From an optimization exercise on the open Yosys and OpenROAD flow, aimed at small area and a short achievable clock period; shortcuts taken in it are not production practice. RTL that was checked went through simulation tests only; none was proved equivalent to the original.

amber:
==> flow/design.v <==
module eqController #(
    parameter int ADDR_WIDTH     = 6,
    parameter int GAIN_FRAC_BITS = 14
) (
    input  logic                  S_AXI_ACLK,
    input  logic                  S_AXI_ARESETN,
    input  logic                  wr,
    input  logic [ADDR_WIDTH-1:0] wrAddr,
    input  logic [31:0]           wrData,
    output logic                  adcReq,
    output logic [15:0]           adcCmd,
    input  logic                  adcAck,
    input  logic [15:0]           adcData,
    output logic                  dacReq,
    output logic [31:0]           dacWord,
    input  logic                  dacAck
);
    logic        enable;
    logic [15:0] gain0, gain1;
    always_ff @(posedge S_AXI_ACLK) begin
        if (!S_AXI_ARESETN) begin
            enable <= 1'b0;
            gain0  <= 16'h4000;
            gain1  <= 16'h4000;
        end else if (wr) begin
            case (wrAddr)
                ADDR_WIDTH'(4): enable <= wrData[0];
                ADDR_WIDTH'(6): gain0  <= wrData[15:0];
                ADDR_WIDTH'(7): gain1  <= wrData[15:0];
                default: ;
            endcase
        end
    end
    localparam logic [3:0] S_IDLE = 4'd0;
    localparam logic [3:0] S_AREQ = 4'd1;
    localparam logic [3:0] S_AREL = 4'd2;
    localparam logic [3:0] S_C0   = 4'd3;
    localparam logic [3:0] S_C1   = 4'd4;
    localparam logic [3:0] S_C2   = 4'd5;
    localparam logic [3:0] S_C3   = 4'd6;
    localparam logic [3:0] S_DREQ = 4'd7;
    localparam logic [3:0] S_DREL = 4'd8;
    localparam logic [3:0] S_N1   = 4'd9;
    localparam logic [3:0] S_NX   = 4'd10;
    logic [3:0] state;
    logic       chan;
    always_ff @(posedge S_AXI_ACLK) begin
        if (!S_AXI_ARESETN) begin
            state <= S_IDLE;
            chan  <= 1'b0;
        end else begin
            case (state)
                S_IDLE: if (enable) state <= S_AREQ;
                S_AREQ: if (adcAck) state <= S_AREL;
                S_AREL: if (!adcAck) state <= S_C0;
                S_C0:   state <= S_C1;
                S_C1:   state <= S_C2;
                S_C2:   state <= S_C3;
                S_C3:   state <= S_DREQ;
                S_DREQ: if (dacAck) state <= S_DREL;
                S_DREL: if (!dacAck) state <= S_N1;
                S_N1: begin
                    state <= S_NX;
                    chan  <= !chan;
                end
                S_NX:   state <= enable ? S_AREQ : S_IDLE;
                default: state <= S_IDLE;
            endcase
        end
    end
    assign adcReq = (state == S_AREQ);
    assign dacReq = (state == S_DREQ);
    logic [15:0] s;
    logic [16:0] sx;
    always_ff @(posedge S_AXI_ACLK) s <= {~adcData[15], adcData[14:0]};
    assign sx = {s[15], s};
    logic        hit;
    logic [15:0] gNext;
    assign hit   = wr && (wrAddr == ADDR_WIDTH'({5'd3, chan}));
    assign gNext = hit ? wrData[15:0] : (chan ? gain1 : gain0);
    logic [6:0] gW;
    logic [3:0] gT;
    always_ff @(posedge S_AXI_ACLK) begin
        gT <= gNext[15:12];
        gW <= (state == S_C0) ? gNext[11:5] : {gT[3], gT[3], gT, gW[6]};
    end
    logic [6:0] win;
    assign win = (state == S_C0) ? {gNext[5:0], 1'b0} : gW;
    logic [2:0] dNeg, dOne, dTwo;
    always_ff @(posedge S_AXI_ACLK) begin
        for (int k = 0; k < 3; k++) begin
            logic [2:0] w;
            w = win[2*k +: 3];
            dNeg[k] <= w[2] & ~(w[1] & w[0]);
            dOne[k] <= w[1] ^ w[0];
            dTwo[k] <= (w[2] & ~w[1] & ~w[0]) | (~w[2] & w[1] & w[0]);
        end
    end
    logic [16:0] p0, p1, p2;
    assign p0 = (({17{dOne[0]}} & sx) | ({17{dTwo[0]}} & {sx[15:0], 1'b0})) ^ {17{dNeg[0]}};
    assign p1 = (({17{dOne[1]}} & sx) | ({17{dTwo[1]}} & {sx[15:0], 1'b0})) ^ {17{dNeg[1]}};
    assign p2 = (({17{dOne[2]}} & sx) | ({17{dTwo[2]}} & {sx[15:0], 1'b0})) ^ {17{dNeg[2]}};
    logic [19:0] acc;
    logic        first;
    logic [15:0] A;
    logic        Ahi;
    always_ff @(posedge S_AXI_ACLK) first <= (state == S_C0);    
    always_comb begin
        A      = acc[19:4] & {16{~first}};
        A[4]   = first ? dNeg[2] : acc[8];
        A[10]  = first ? (gW[6] & ~(gW[5] & gW[4])) : acc[14];
        Ahi    = ~A[15];
    end
    wire fs0 = dNeg[0] ^ A[0];
    wire fc0 = dNeg[0] & A[0];
    wire fs1 = A[1] ^ fc0;
    wire fc1 = A[1] & fc0;
    wire fs2 = dNeg[1] ^ A[2] ^ fc1;
    wire fc2 = (dNeg[1] & A[2]) | (dNeg[1] & fc1) | (A[2] & fc1);
    wire fs3 = p0[2] ^ p1[0];
    wire fc3 = p0[2] & p1[0];
    wire fs4 = A[3] ^ p0[3] ^ p1[1];
    wire fc4 = (A[3] & p0[3]) | (A[3] & p1[1]) | (p0[3] & p1[1]);
    wire fs5 = fc3 ^ fc2;
    wire fc5 = fc3 & fc2;
    wire fs6 = A[4] ^ p0[4] ^ p1[2];
    wire fc6 = (A[4] & p0[4]) | (A[4] & p1[2]) | (p0[4] & p1[2]);
    wire fs7 = p2[0] ^ fc4 ^ fs6;
    wire fc7 = (p2[0] & fc4) | (p2[0] & fs6) | (fc4 & fs6);
    wire fs8 = A[5] ^ p0[5] ^ p1[3];
    wire fc8 = (A[5] & p0[5]) | (A[5] & p1[3]) | (p0[5] & p1[3]);
    wire fs9 = p2[1] ^ fc6 ^ fs8;
    wire fc9 = (p2[1] & fc6) | (p2[1] & fs8) | (fc6 & fs8);
    wire fs10 = A[6] ^ p0[6] ^ p1[4];
    wire fc10 = (A[6] & p0[6]) | (A[6] & p1[4]) | (p0[6] & p1[4]);
    wire fs11 = p2[2] ^ fc8 ^ fs10;
    wire fc11 = (p2[2] & fc8) | (p2[2] & fs10) | (fc8 & fs10);
    wire fs12 = A[7] ^ p0[7] ^ p1[5];
    wire fc12 = (A[7] & p0[7]) | (A[7] & p1[5]) | (p0[7] & p1[5]);
    wire fs13 = p2[3] ^ fc10 ^ fs12;
    wire fc13 = (p2[3] & fc10) | (p2[3] & fs12) | (fc10 & fs12);
    wire fs14 = A[8] ^ p0[8] ^ p1[6];
    wire fc14 = (A[8] & p0[8]) | (A[8] & p1[6]) | (p0[8] & p1[6]);
    wire fs15 = p2[4] ^ fc12 ^ fs14;
    wire fc15 = (p2[4] & fc12) | (p2[4] & fs14) | (fc12 & fs14);
    wire fs16 = A[9] ^ p0[9] ^ p1[7];
    wire fc16 = (A[9] & p0[9]) | (A[9] & p1[7]) | (p0[9] & p1[7]);
    wire fs17 = p2[5] ^ fc14 ^ fs16;
    wire fc17 = (p2[5] & fc14) | (p2[5] & fs16) | (fc14 & fs16);
    wire fs18 = A[10] ^ p0[10] ^ p1[8];
    wire fc18 = (A[10] & p0[10]) | (A[10] & p1[8]) | (p0[10] & p1[8]);
    wire fs19 = p2[6] ^ fc16 ^ fs18;
    wire fc19 = (p2[6] & fc16) | (p2[6] & fs18) | (fc16 & fs18);
    wire fs20 = A[11] ^ p0[11] ^ p1[9];
    wire fc20 = (A[11] & p0[11]) | (A[11] & p1[9]) | (p0[11] & p1[9]);
    wire fs21 = p2[7] ^ fc18 ^ fs20;
    wire fc21 = (p2[7] & fc18) | (p2[7] & fs20) | (fc18 & fs20);
    wire fs22 = A[12] ^ p0[12] ^ p1[10];
    wire fc22 = (A[12] & p0[12]) | (A[12] & p1[10]) | (p0[12] & p1[10]);
    wire fs23 = p2[8] ^ fc20 ^ fs22;
    wire fc23 = (p2[8] & fc20) | (p2[8] & fs22) | (fc20 & fs22);
    wire fs24 = A[13] ^ p0[13] ^ p1[11];
    wire fc24 = (A[13] & p0[13]) | (A[13] & p1[11]) | (p0[13] & p1[11]);
    wire fs25 = p2[9] ^ fc22 ^ fs24;
    wire fc25 = (p2[9] & fc22) | (p2[9] & fs24) | (fc22 & fs24);
    wire fs26 = A[14] ^ p0[14] ^ p1[12];
    wire fc26 = (A[14] & p0[14]) | (A[14] & p1[12]) | (p0[14] & p1[12]);
    wire fs27 = p2[10] ^ fc24 ^ fs26;
    wire fc27 = (p2[10] & fc24) | (p2[10] & fs26) | (fc24 & fs26);
    wire fs28 = A[15] ^ p0[15] ^ p1[13];
    wire fc28 = (A[15] & p0[15]) | (A[15] & p1[13]) | (p0[15] & p1[13]);
    wire fs29 = p2[11] ^ fc26 ^ fs28;
    wire fc29 = (p2[11] & fc26) | (p2[11] & fs28) | (fc26 & fs28);
    wire fs30 = Ahi ^ p1[14] ^ p2[12];
    wire fc30 = (Ahi & p1[14]) | (Ahi & p2[12]) | (p1[14] & p2[12]);
    wire fs31 = ~p0[16] ^ fc28 ^ fs30;
    wire fc31 = (~p0[16] & fc28) | (~p0[16] & fs30) | (fc28 & fs30);
    wire fs32 = p2[13] ^ ~p1[15] ^ fc30;
    wire fc32 = (p2[13] & ~p1[15]) | (p2[13] & fc30) | (~p1[15] & fc30);
    wire fs33 = p1[15] ^ p2[14] ^ ~p1[16];
    wire fc33 = (p1[15] & p2[14]) | (p1[15] & ~p1[16]) | (p2[14] & ~p1[16]);
    wire [21:0] csaX = {1'b1, p2[15], ~p2[15], fs33, fc31, fc29, fc27, fc25, fc23, fc21, fc19, fc17, fc15, fc13, fc11, fc9, fc7, fc5, fs4, fs3, fs1, fs0};
    wire [21:0] csaY = {1'b0, ~p2[16], fc33, fc32, fs32, fs31, fs29, fs27, fs25, fs23, fs21, fs19, fs17, fs15, fs13, fs11, fs9, fs7, fs5, fs2, p0[1], p0[0]};
    logic [21:0] sum;
    assign sum = csaX + csaY;
    always_ff @(posedge S_AXI_ACLK) begin
        if (state == S_C1 || state == S_C2 || state == S_C3) acc <= sum[21:2];
    end
    logic        ovf;
    logic [15:0] code;
    assign ovf  = (acc[17] != acc[16]) || (acc[17] != acc[15]);
    assign code = ovf ? {16{~acc[17]}} : {~acc[15], acc[14:0]};
    assign adcCmd  = {1'b1, chan, 14'd0};
    assign dacWord = {15'h0018, chan, code};
endmodule
==> flow/config.mk <==
export PLATFORM = sky130hd
export DESIGN_NAME = eqController
export DESIGN_NICKNAME = eqController
export VERILOG_FILES = /design/flow/design.v
export SDC_FILE = /design/flow/constraint.sdc
export NUM_CORES = 4
export LEC_CHECK = 0
export ABC_AREA = 1
export CAP_MARGIN = 20
export CORE_MARGIN = 2
export CORE_UTILIZATION = 55
export CTS_BUF_LIST = sky130_fd_sc_hd__clkbuf_4 sky130_fd_sc_hd__clkbuf_8
export PLACE_DENSITY = 0.75
export SETUP_SLACK_MARGIN = 3.5
export SLEW_MARGIN = 20
==> flow/constraint.sdc <==
create_clock -name core_clock -period 7.0 [get_ports {S_AXI_ACLK}]
set_input_delay 1.4000 -clock core_clock [delete_from_list [all_inputs] [get_ports {S_AXI_ACLK}]]
set_output_delay 1.4000 -clock core_clock [all_outputs]
set_load 0.01 [all_outputs]
standard.sh (not shown) runs the stock make flow with config.mk's settings and CLKGATE_MAP_FILE= SYNTH_SCRIPT=/design/flow/synth_recipe.tcl, a recipe that flattens the netlist after the stock synthesis.
==> flow/flow/run.sh <==
#!/bin/bash
# The standard layout (standard.sh), with every input port buffered by a buf_1 cell
# and every output port by a buf_2 cell, instead of the delay buffer buffer_ports
# picks by default. The buffers are placed by flow/ports.tcl, sourced just before
# global placement, where the standard flow would call buffer_ports.
export DONT_BUFFER_PORTS=1
export PRE_GLOBAL_PLACE_TCL="$PWD/flow/ports.tcl"
bash standard.sh > standard.log 2>&1
==> flow/flow/ports.tcl <==
# Port buffers, as the standard flow's buffer_ports, with chosen cells.
puts "Perform port buffering (flow/ports.tcl)..."
buffer_ports -inputs -buffer_cell sky130_fd_sc_hd__buf_1
buffer_ports -outputs -buffer_cell sky130_fd_sc_hd__buf_2
Modified inputs, yarrow compared to amber
-- flow/design.v --
<<< amber, line 18
    logic        enable;
    logic [15:0] gain0, gain1;
    always_ff @(posedge S_AXI_ACLK) begin
        if (!S_AXI_ARESETN) begin
            enable <= 1'b0;
            gain0  <= 16'h4000;
            gain1  <= 16'h4000;
        end else if (wr) begin
            case (wrAddr)
                ADDR_WIDTH'(4): enable <= wrData[0];
                ADDR_WIDTH'(6): gain0  <= wrData[15:0];
                ADDR_WIDTH'(7): gain1  <= wrData[15:0];
                default: ;
            endcase
        end
    end
    localparam logic [3:0] S_IDLE = 4'd0;
>>> yarrow, line 18
    logic        enable;
    logic [15:0] gain0, gain1;
    logic        rst;
    logic        weEn, weG0, weG1;
    logic [15:0] gainIn;
    assign rst    = !S_AXI_ARESETN;
    assign weEn   = rst | (wr && wrAddr == ADDR_WIDTH'(4));
    assign weG0   = rst | (wr && wrAddr == ADDR_WIDTH'(6));
    assign weG1   = rst | (wr && wrAddr == ADDR_WIDTH'(7));
    assign gainIn = (wrData[15:0] & {16{~rst}}) | (16'h4000 & {16{rst}});
    always_ff @(posedge S_AXI_ACLK) begin
        if (weEn) enable <= wrData[0] & ~rst;
        if (weG0) gain0  <= gainIn;
        if (weG1) gain1  <= gainIn;
    end
    localparam logic [3:0] S_IDLE = 4'd0;
### Flow results
In the metrics for amber and yarrow, the one carrying the higher slack of the worst reg-to-reg path is amber. Diff amber -> yarrow: minimum clock period after layout went up; number of global-route vias before repair shrank by 449; total routing usage reported by global routing saw a decrease. Compared with amber, yarrow shows fraction of area in multi-input gates lower by 4.8 points. Looking at final setup slack of the worst path across amber and yarrow, the one that comes out higher is amber.
No functional check of the RTL was part of amber.

==> static timing again, ports no longer ideal <==
Ports are ideal in the flow. The routed layouts listed here were re-timed in OpenROAD.
Step 1, drivers: a clkbuf_16 drives S_AXI_ACLK and a buf_2 each remaining input, both assumed.
Step 2 times the ports against the registers' clock, not the clock port: input delays grow and output delays shrink by t, the midpoint of the rising clock arrivals with the driver on.
a / b / c = no drivers / after step 1 / after step 2; a / b = the first two.
run	shift t [ns]	setup slack, ns	worst hold slack (ns)	worst setup path at the end	worst register clock-pin slew, ns
amber	0.418	3.436 / 3.436 / 3.436	0.460 / 0.460 / 0.460	register to register	0.11 / 0.11
yarrow	0.418	3.354 / 3.354 / 3.354	0.435 / 0.435 / 0.435	register to register	0.11 / 0.11
After both steps setup and hold are still met in every run listed.
